Context: an optimization exercise on an open-source flow, tuned for small area, a short achievable clock period and few clock cycles. The choices shown serve that exercise and are no tape-out recipe. In this exercise RTL edits were held to simulation tests only and were not proved equivalent to the original.

## the previous run
==> flow/design.v <==
package ram_hs_pkg;
  localparam int CNT_W           = 4;
  localparam int MAX_WAIT_STATES = (1 << CNT_W) - 1;
  function automatic bit wait_states_ok(input int ws);
    wait_states_ok = (ws >= 0) && (ws <= MAX_WAIT_STATES);
  endfunction
endpackage
module ram_hs_array
#(
  parameter int WIDTH  = 8,
  parameter int ADDR_W = 8
) (
  input  logic                 clk,
  input  logic [31:0]          nlo_h,     
  input  logic [15:0]          nwrow,     
  input  logic [15:0]          wsel_h,    
  input  logic [15:0]          wsel_l,    
  input  logic [15:0]          nrow,      
  input  logic [WIDTH-1:0]     wdata_n,   
  input  logic                 wr,        
  output logic [4*WIDTH-1:0]   grp_r      
);
  localparam int DEPTH = 1 << ADDR_W;
  logic [WIDTH-1:0] mem_r [DEPTH];
  logic [WIDTH-1:0] row_s [16];
  logic [WIDTH-1:0] grp_s [4];
  for (genvar i = 0; i < DEPTH; i++) begin : g_word
    logic en, en_n;
    assign en   = !(nwrow[i / 16] || nlo_h[(i / 128) * 16 + i % 16]);
    assign en_n = !(wsel_h[i / 16] && wsel_l[i % 16]);
    always_ff @(posedge clk) begin
      mem_r[i] <= ~((wdata_n | {WIDTH{en_n}}) & (mem_r[i] | {WIDTH{en}}));
    end
  end
  always_comb begin
    for (int r = 0; r < 16; r++) begin
      row_s[r] = {WIDTH{1'b1}};
      for (int l = 0; l < 16; l++)
        row_s[r] = row_s[r] & (mem_r[r * 16 + l] | {WIDTH{nlo_h[(r / 8) * 16 + l]}});
    end
    for (int g = 0; g < 4; g++) begin
      grp_s[g] = (g == 0) ? (wdata_n | {WIDTH{!wr}}) : {WIDTH{1'b1}};
      for (int m = 0; m < 4; m++)
        grp_s[g] = grp_s[g] & (row_s[g * 4 + m] | {WIDTH{nrow[g * 4 + m]}});
    end
  end
  always_ff @(posedge clk) begin
    for (int g = 0; g < 4; g++) grp_r[g*WIDTH +: WIDTH] <= grp_s[g];
  end
endmodule
module ram_hs
#(
  parameter int WIDTH       = 8,
  parameter int ADDR_W      = 8,
  parameter int WAIT_STATES = 2
) (
  input  logic              clk,
  input  logic              reset,
  input  logic              req,
  input  logic              we,
  input  logic [ADDR_W-1:0] adr,
  input  logic [WIDTH-1:0]  writedata,
  output logic [WIDTH-1:0]  memdata,
  output logic              ready,
  output logic              busy
);
  generate
    if (!ram_hs_pkg::wait_states_ok(WAIT_STATES)) begin : g_bad_wait_states
      $error("ram_hs: WAIT_STATES must be within 0..15");
    end
    if (ADDR_W != 8) begin : g_bad_adr_w
      $error("ram_hs: the array is built for ADDR_W 8");
    end
  endgenerate
  logic              clr_r, v_r, we_r, par_r, par_s, wr_s;
  logic              v2_r, ready_r;
  logic [WIDTH-1:0]  wdata_n_r, memdata_r, rd_s;
  logic [31:0]       nlo_h_r;
  logic [15:0]       nwrow_r, wsel_h_r, wsel_l_r;
  logic [15:0]       nrow_r;
  logic [4*WIDTH-1:0] grp_r;
  assign par_s = clr_r ? 1'b0 : !par_r;
  always_ff @(posedge clk) par_r <= par_s;
  assign wr_s = req && we;
  always_ff @(posedge clk) begin
    clr_r <= reset;
    v_r   <= req && !reset;
    we_r  <= we;
    wdata_n_r <= reset ? {WIDTH{1'b1}} : (writedata ^ {WIDTH{par_s}});
  end
  always_ff @(posedge clk) begin
    for (int f = 0; f < 2; f++)
      for (int l = 0; l < 16; l++)
        nlo_h_r[f*16 + l] <= !(reset || (adr[7] == 1'(f) && adr[3:0] == 4'(l)));
    for (int h = 0; h < 16; h++) begin
      nwrow_r[h]  <= !(reset || (wr_s && adr[7:4] == 4'(h)));
      wsel_h_r[h] <= reset || (wr_s && adr[7:4] == 4'(h));
      wsel_l_r[h] <= reset || adr[3:0] == 4'(h);
    end
    for (int r = 0; r < 16; r++) nrow_r[r] <= we || adr[7:4] != 4'(r);
  end
  ram_hs_array #(
    .WIDTH  (WIDTH),
    .ADDR_W (ADDR_W)
  ) u_array (
    .clk     (clk),
    .nlo_h   (nlo_h_r),
    .nwrow   (nwrow_r),
    .wsel_h  (wsel_h_r),
    .wsel_l  (wsel_l_r),
    .nrow    (nrow_r),
    .wdata_n (wdata_n_r),
    .wr      (we_r),
    .grp_r   (grp_r)
  );
  always_ff @(posedge clk) v2_r <= v_r && !reset;
  always_comb begin
    rd_s = {WIDTH{1'b1}};
    for (int g = 0; g < 4; g++) rd_s = rd_s & grp_r[g*WIDTH +: WIDTH];
  end
  always_ff @(posedge clk) begin
    ready_r   <= v2_r && !reset;
    memdata_r <= rd_s ^ {WIDTH{!par_r}};
  end
  assign memdata = memdata_r;
  assign ready   = ready_r;
  assign busy    = 1'b0;
endmodule
==> flow/config.mk <==
export PLATFORM = sky130hd
export DESIGN_NAME = ram_hs
export DESIGN_NICKNAME = ram_hs
export VERILOG_FILES = /design/flow/design.v
export SDC_FILE = /design/flow/constraint.sdc
export NUM_CORES = 4
export LEC_CHECK = 0
export CAP_MARGIN = 20
export CORE_MARGIN = 2
export CORE_UTILIZATION = 55
export CTS_CLUSTER_DIAMETER = 100
export CTS_CLUSTER_SIZE = 30
export SLEW_MARGIN = 20
==> flow/constraint.sdc <==
create_clock -name core_clock -period 8.0 [get_ports {clk}]
set_input_delay 1.6000 -clock core_clock [delete_from_list [all_inputs] [get_ports {clk}]]
set_output_delay 1.6000 -clock core_clock [all_outputs]
set_load 0.01 [all_outputs]
standard.sh (not shown) runs the stock make flow with config.mk's settings and CLKGATE_MAP_FILE= SYNTH_SCRIPT=/design/flow/synth_recipe.tcl, a recipe that flattens the netlist after the stock synthesis.
==> flow/flow/run.sh <==
#!/bin/bash
# Layout: the standard flow, with timing repair asked to leave 5.4 ns of
# setup slack at the 8 ns clock (the settings list caps that margin at 5).
# make's output goes to standard.log; ORFS's own per-step logs stay under orfs/logs.
set -euo pipefail
export SETUP_SLACK_MARGIN=5.4
bash standard.sh > standard.log 2>&1
Testbench counts of the previous run, summed over its fixed seeds: cycles 12,024.
> inputs changed (the previous run -> the current run)
-- flow/design.v --
<<< the previous run, line 12
) (
  input  logic                 clk,
  input  logic [31:0]          nlo_h,     
  input  logic [15:0]          nwrow,     
  input  logic [15:0]          wsel_h,    
  input  logic [15:0]          wsel_l,    
  input  logic [15:0]          nrow,      
  input  logic [WIDTH-1:0]     wdata_n,   
  input  logic                 wr,        
>>> the current run, line 12
) (
  input  logic                 clk,
  input  logic [63:0]          nlo_g,     
  input  logic [15:0]          nwrow,     
  input  logic [15:0]          wsel_h,    
  input  logic [15:0]          wsel_l,    
  input  logic [3:0]           nrow,      
  input  logic [WIDTH-1:0]     wdata_n,   
  input  logic                 wr,        
<<< the previous run, line 27
  for (genvar i = 0; i < DEPTH; i++) begin : g_word
    logic en, en_n;
    assign en   = !(nwrow[i / 16] || nlo_h[(i / 128) * 16 + i % 16]);
    assign en_n = !(wsel_h[i / 16] && wsel_l[i % 16]);
    always_ff @(posedge clk) begin
>>> the current run, line 27
  for (genvar i = 0; i < DEPTH; i++) begin : g_word
    logic en, en_n;
    assign en   = !(nwrow[i / 16] || nlo_g[(i / 64) * 16 + i % 16]);
    assign en_n = !(wsel_h[i / 16] && wsel_l[i % 16]);
    always_ff @(posedge clk) begin
<<< the previous run, line 37
      row_s[r] = {WIDTH{1'b1}};
      for (int l = 0; l < 16; l++)
        row_s[r] = row_s[r] & (mem_r[r * 16 + l] | {WIDTH{nlo_h[(r / 8) * 16 + l]}});
    end
    for (int g = 0; g < 4; g++) begin
      grp_s[g] = (g == 0) ? (wdata_n | {WIDTH{!wr}}) : {WIDTH{1'b1}};
      for (int m = 0; m < 4; m++)
        grp_s[g] = grp_s[g] & (row_s[g * 4 + m] | {WIDTH{nrow[g * 4 + m]}});
    end
  end
>>> the current run, line 37
      row_s[r] = {WIDTH{1'b1}};
      for (int l = 0; l < 16; l++)
        row_s[r] = row_s[r] & (mem_r[r * 16 + l] | {WIDTH{nlo_g[(r / 4) * 16 + l]}});
    end
    for (int g = 0; g < 4; g++) begin
      grp_s[g] = (g == 0) ? (wdata_n | {WIDTH{!wr}}) : {WIDTH{1'b1}};
      for (int m = 0; m < 4; m++)
        grp_s[g] = grp_s[g] & (row_s[g * 4 + m] | {WIDTH{nrow[m]}});
    end
  end
<<< the previous run, line 76
  logic              v2_r, ready_r;
  logic [WIDTH-1:0]  wdata_n_r, memdata_r, rd_s;
  logic [31:0]       nlo_h_r;
  logic [15:0]       nwrow_r, wsel_h_r, wsel_l_r;
  logic [15:0]       nrow_r;
  logic [4*WIDTH-1:0] grp_r;
  assign par_s = clr_r ? 1'b0 : !par_r;
>>> the current run, line 76
  logic              v2_r, ready_r;
  logic [WIDTH-1:0]  wdata_n_r, memdata_r, rd_s;
  logic [63:0]       nlo_g_r;
  logic [15:0]       nwrow_r, wsel_h_r, wsel_l_r;
  logic [3:0]        nrow_r;
  logic [4*WIDTH-1:0] grp_r;
  assign par_s = clr_r ? 1'b0 : !par_r;
<<< the previous run, line 90
  end
  always_ff @(posedge clk) begin
    for (int f = 0; f < 2; f++)
      for (int l = 0; l < 16; l++)
        nlo_h_r[f*16 + l] <= !(reset || (adr[7] == 1'(f) && adr[3:0] == 4'(l)));
    for (int h = 0; h < 16; h++) begin
      nwrow_r[h]  <= !(reset || (wr_s && adr[7:4] == 4'(h)));
>>> the current run, line 90
  end
  always_ff @(posedge clk) begin
    for (int g = 0; g < 4; g++)
      for (int l = 0; l < 16; l++)
        nlo_g_r[g*16 + l] <= !(reset || (adr[7:6] == 2'(g) && adr[3:0] == 4'(l)));
    for (int h = 0; h < 16; h++) begin
      nwrow_r[h]  <= !(reset || (wr_s && adr[7:4] == 4'(h)));
<<< the previous run, line 98
      wsel_l_r[h] <= reset || adr[3:0] == 4'(h);
    end
    for (int r = 0; r < 16; r++) nrow_r[r] <= we || adr[7:4] != 4'(r);
  end
  ram_hs_array #(
>>> the current run, line 98
      wsel_l_r[h] <= reset || adr[3:0] == 4'(h);
    end
    for (int m = 0; m < 4; m++) nrow_r[m] <= we || adr[5:4] != 2'(m);
  end
  ram_hs_array #(
<<< the previous run, line 105
  ) u_array (
    .clk     (clk),
    .nlo_h   (nlo_h_r),
    .nwrow   (nwrow_r),
    .wsel_h  (wsel_h_r),
>>> the current run, line 105
  ) u_array (
    .clk     (clk),
    .nlo_g   (nlo_g_r),
    .nwrow   (nwrow_r),
    .wsel_h  (wsel_h_r),
Notes after the runs:
- Multi-input logic cell count (the current run over the previous run): increase, about 0.4%
- Multi-input gate share of total cell area across the current run and the previous run: no real change.
- [the current run vs the previous run] sum of routed wire segments on met1: lower in the current run
- Flip-flop and latch count grows slightly when moving from the previous run to the current run.
- Relative to the previous run, the number of instances in the synthesized netlist measured on the current run has increased slightly.
- In the current run, flip-flop and latch count after synthesis is higher than in the previous run.
- Summary of the comparison: worst relative slew slack is lower in the current run, relative to the previous run.
- Compared with the previous run, the current run degrades final design area excluding fillers.
- Re summed instance area of the synthesized netlist: the previous run was lower than the current run.
- Number of global-route vias before repair across the current run and the previous run: no real change.
Testbench counts of the current run, summed over its fixed seeds: cycles 12,024.

## port drivers added, routing unchanged
No port has a modelled driver above. Below, the same layouts with a new extraction and two added sets of constraints.
Step 1 (the two cells are an assumption about what drives the block):
set clk [get_ports {clk}]
set_driving_cell -lib_cell sky130_fd_sc_hd__clkbuf_16 $clk
set_driving_cell -lib_cell sky130_fd_sc_hd__buf_2 [delete_from_list [all_inputs] $clk]
Step 2 adds t to the input delays and takes it off the output delays; t is the mean of the earliest and latest rising clock arrival at the registers after step 1. Input paths then give back, and output paths get back, about the clock's delay inside the block.
Three values: ideal ports, drivers, drivers and shift; two values: the first two.
run	t (ns)	setup WS [ns]	worst setup path at the end	worst data-port slew with drivers (ns)
the previous run	0.820	5.205 / 5.121 / 4.730	input to register	0.06
the current run	0.833	5.203 / 5.117 / 4.645	input to register	0.23
After both steps setup and hold are still met in every run listed. The setup slack of the current run, which loses most, moves by -0.086 ns with the drivers and by -0.558 ns with both steps.
